Context: an optimization exercise on an open-source flow, tuned for small area and few clock cycles per item. The choices shown serve that exercise and are no tape-out recipe. RTL that was checked went through simulation tests only; none was proved equivalent to the original.

== v29 ==
## hsv_adjust_pipe
module hsv_adjust_pipe #(
  parameter int          HW      = 25,
  parameter int          SW      = 18,
  parameter int          FRAC    = 16,
  parameter int unsigned HUE_MAX = 360 << FRAC
) (
  input  logic                 CLK,
  input  logic                 RST_N,
  input  logic                 IN_VALID,
  output logic                 IN_READY,
  input  logic                 IN_SOF,
  input  logic [HW-1:0]        H,
  input  logic [SW-1:0]        S,
  input  logic [SW-1:0]        V,
  input  logic                 CNTL_WR,
  input  logic signed [HW:0]   CNTL_HUE,
  input  logic signed [SW-1:0] CNTL_SAT,
  input  logic signed [SW-1:0] CNTL_VAL,
  input  logic                 CNTL_BYP,
  output logic                 OUT_VALID,
  input  logic                 OUT_READY,
  output logic                 OUT_SOF,
  output logic [HW-1:0]        HO,
  output logic [SW-1:0]        SO,
  output logic [SW-1:0]        VO
);
  localparam logic [HW:0]   HMAX    = HUE_MAX[HW:0];
  localparam int unsigned   HLAST_I = HUE_MAX - 1;
  localparam logic [HW-1:0] HLAST   = HLAST_I[HW-1:0];
  typedef struct packed {
    logic [HW-1:0] hue;
    logic [SW-1:0] sat;
    logic [SW-1:0] val;
    logic          byp;
  } cntl_t;
  logic  accept, take, pend_flag;
  logic  [HW:0] hue_norm;
  cntl_t wr_set, pend, pend_nx, act;
  assign IN_READY = ~OUT_VALID | OUT_READY;
  assign accept   = IN_VALID & IN_READY;
  ...
Size in the first run: ~190 flip-flops, about 190 I/O pins.
Settings: LEC_CHECK=0, CAP_MARGIN=20, CORE_MARGIN=2, CORE_UTILIZATION=40, SLEW_MARGIN=20, SYNTH_HIERARCHICAL=1, SYNTH_MINIMUM_KEEP_SIZE=0; clock period 10.0 ns.
standard.sh (not shown) runs the stock make flow with config.mk's settings and CLKGATE_MAP_FILE= SYNTH_SCRIPT=/design/flow/synth_recipe.tcl, a recipe that flattens the netlist after the stock synthesis.
==> flow/flow/run.sh <==
#!/bin/bash
# Standard ORFS layout, with the port buffers made from the smallest buffer
# (every input and output port still gets its own buffer).
set -o pipefail
export BUFFER_PORTS_ARGS="-buffer_cell sky130_fd_sc_hd__buf_1"
bash standard.sh synth > synth.log 2>&1 || exit 1
bash standard.sh finish > layout.log 2>&1 || exit 1
Testbench counts of v29, summed over its fixed seeds: cycles 16,008, items 16,000.
Setup changes, v29 to v15
# v29
export LEC_CHECK = 0
export CAP_MARGIN = 20
export CORE_MARGIN = 2
export CORE_UTILIZATION = 40
export SLEW_MARGIN = 20
export SYNTH_HIERARCHICAL = 1
export SYNTH_MINIMUM_KEEP_SIZE = 0
create_clock -name core_clock -period 10.0 [get_ports {CLK}]
# v15
export LEC_CHECK = 0
export CAP_MARGIN = 20
export CORE_MARGIN = 2
export CORE_UTILIZATION = 40
export CTS_BUF_LIST = sky130_fd_sc_hd__clkbuf_8
export SLEW_MARGIN = 20
export SYNTH_HIERARCHICAL = 1
export SYNTH_MINIMUM_KEEP_SIZE = 0
create_clock -name core_clock -period 10.0 [get_ports {CLK}]
Results
Higher routed length on met3 goes to v15 over v29. Compared v15 against v29; via count normalized by instance count within noise. Per the comparison of v15 with v29, register-to-register slack picked up an extra 0.02 ns, fraction of the cycle the final worst path needs fell 0.32 points. Relative to v29, layout overhead on the synthesized area has decreased by 0.70 points in v15. Density: v15 sparser than v29.
Input changes introduced in v54 (baseline for comparison: v15):
# v15
export LEC_CHECK = 0
export CAP_MARGIN = 20
export CORE_MARGIN = 2
export CORE_UTILIZATION = 40
export CTS_BUF_LIST = sky130_fd_sc_hd__clkbuf_8
export SLEW_MARGIN = 20
export SYNTH_HIERARCHICAL = 1
export SYNTH_MINIMUM_KEEP_SIZE = 0
create_clock -name core_clock -period 10.0 [get_ports {CLK}]
# v54
export LEC_CHECK = 0
export CAP_MARGIN = 20
export CORE_MARGIN = 2
export CORE_UTILIZATION = 40
export SLEW_MARGIN = 20
export SYNTH_HIERARCHICAL = 1
export SYNTH_MINIMUM_KEEP_SIZE = 0
create_clock -name core_clock -period 10.0 [get_ports {CLK}]
==> flow/flow/run.sh <==
#!/bin/bash
# Standard ORFS layout (the standard.sh) with three changes in how the
# layout is made: the port buffers use the smallest buffer (every input and
# output port still gets its own buffer), the buffers ABC put in are removed at
# floorplan, and global placement is not timing-driven (so it does not keep the
# buffers of its trial repair; repair_design and repair_timing run as usual).
set -o pipefail
export BUFFER_PORTS_ARGS="-buffer_cell sky130_fd_sc_hd__buf_1"
export REMOVE_ABC_BUFFERS=1
export GPL_TIMING_DRIVEN=0
bash standard.sh synth > synth.log 2>&1 || exit 1
bash standard.sh finish > layout.log 2>&1 || exit 1
Notes after the runs:
v54 went all the way through the flow, and no timing, DRC or antenna check failed. Design area, v54 and v15, lower one = v15. Taking v15 as the reference, in v54 logic depth of the worst path, buffers included shrank by about 14%, core utilization picked up an extra 1.1 points.

---

Another version of the RTL of hsv_adjust_pipe (not shown whole).
Size: about 190 flip-flops, about 23000 um2 of cells after synthesis.
Settings: LEC_CHECK=0, CAP_MARGIN=0, CORE_MARGIN=2, CORE_UTILIZATION=40, SLEW_MARGIN=0, SYNTH_HIERARCHICAL=1, SYNTH_MINIMUM_KEEP_SIZE=0; clock period 10.0 ns.
==> flow/flow/run.sh <==
#!/bin/bash
# Standard ORFS layout, with the port buffers made from the smallest buffer
# (every input and output port still gets its own buffer).
set -o pipefail
export BUFFER_PORTS_ARGS="-buffer_cell sky130_fd_sc_hd__buf_1"
bash standard.sh synth > synth.log 2>&1 || exit 1
bash standard.sh finish > layout.log 2>&1 || exit 1
The baseline produced a clean layout.
Rerun with:
CAP_MARGIN = 20   (was 0)
SLEW_MARGIN = 20   (was 0)
The changed run passed the timing, DRC and antenna checks.
Final cell count is unchanged.
Via count does not change.
Critical path depth is unchanged.
Cell area stays the same.
Hold slack is unchanged.
Flip-flop and latch count is unchanged.
Routed wire length is unchanged.
No run of this note included a check of the RTL's function; only the layout flow was run.

-- port drivers added, routing unchanged --
No port has a modelled driver above. Below, the same layouts with a new extraction and two added sets of constraints.
Step 1 (the two cells are an assumption about what drives the block):
set clk [get_ports {CLK}]
set_driving_cell -lib_cell sky130_fd_sc_hd__clkbuf_16 $clk
set_driving_cell -lib_cell sky130_fd_sc_hd__buf_2 [delete_from_list [all_inputs] $clk]
Step 2 times the ports against the registers' clock, not the clock port: input delays grow and output delays shrink by t, the midpoint of the rising clock arrivals with the driver on.
Slacks: no drivers / after step 1 / after step 2; pairs: no drivers / after step 1.
run	t, ns	setup WS [ns]	worst setup path after step 2	latest minus earliest clock arrival (ns)	worst data-port slew with drivers (ns)
v29	0.534	0.367 / 0.316 / 0.850	register to output	0.017 / 0.017	0.09
v15	0.606	0.399 / 0.351 / 0.957	register to output	0.023 / 0.024	0.10
v54	0.540	0.313 / 0.260 / 0.800	register to output	0.020 / 0.019	0.08
the first run of note 2	0.536	0.333 / 0.279 / 0.815	register to output	0.020 / 0.020	0.11
the second run of note 2	0.536	0.333 / 0.279 / 0.815	register to output	0.020 / 0.020	0.11
After both steps setup and hold are still met in every run listed.
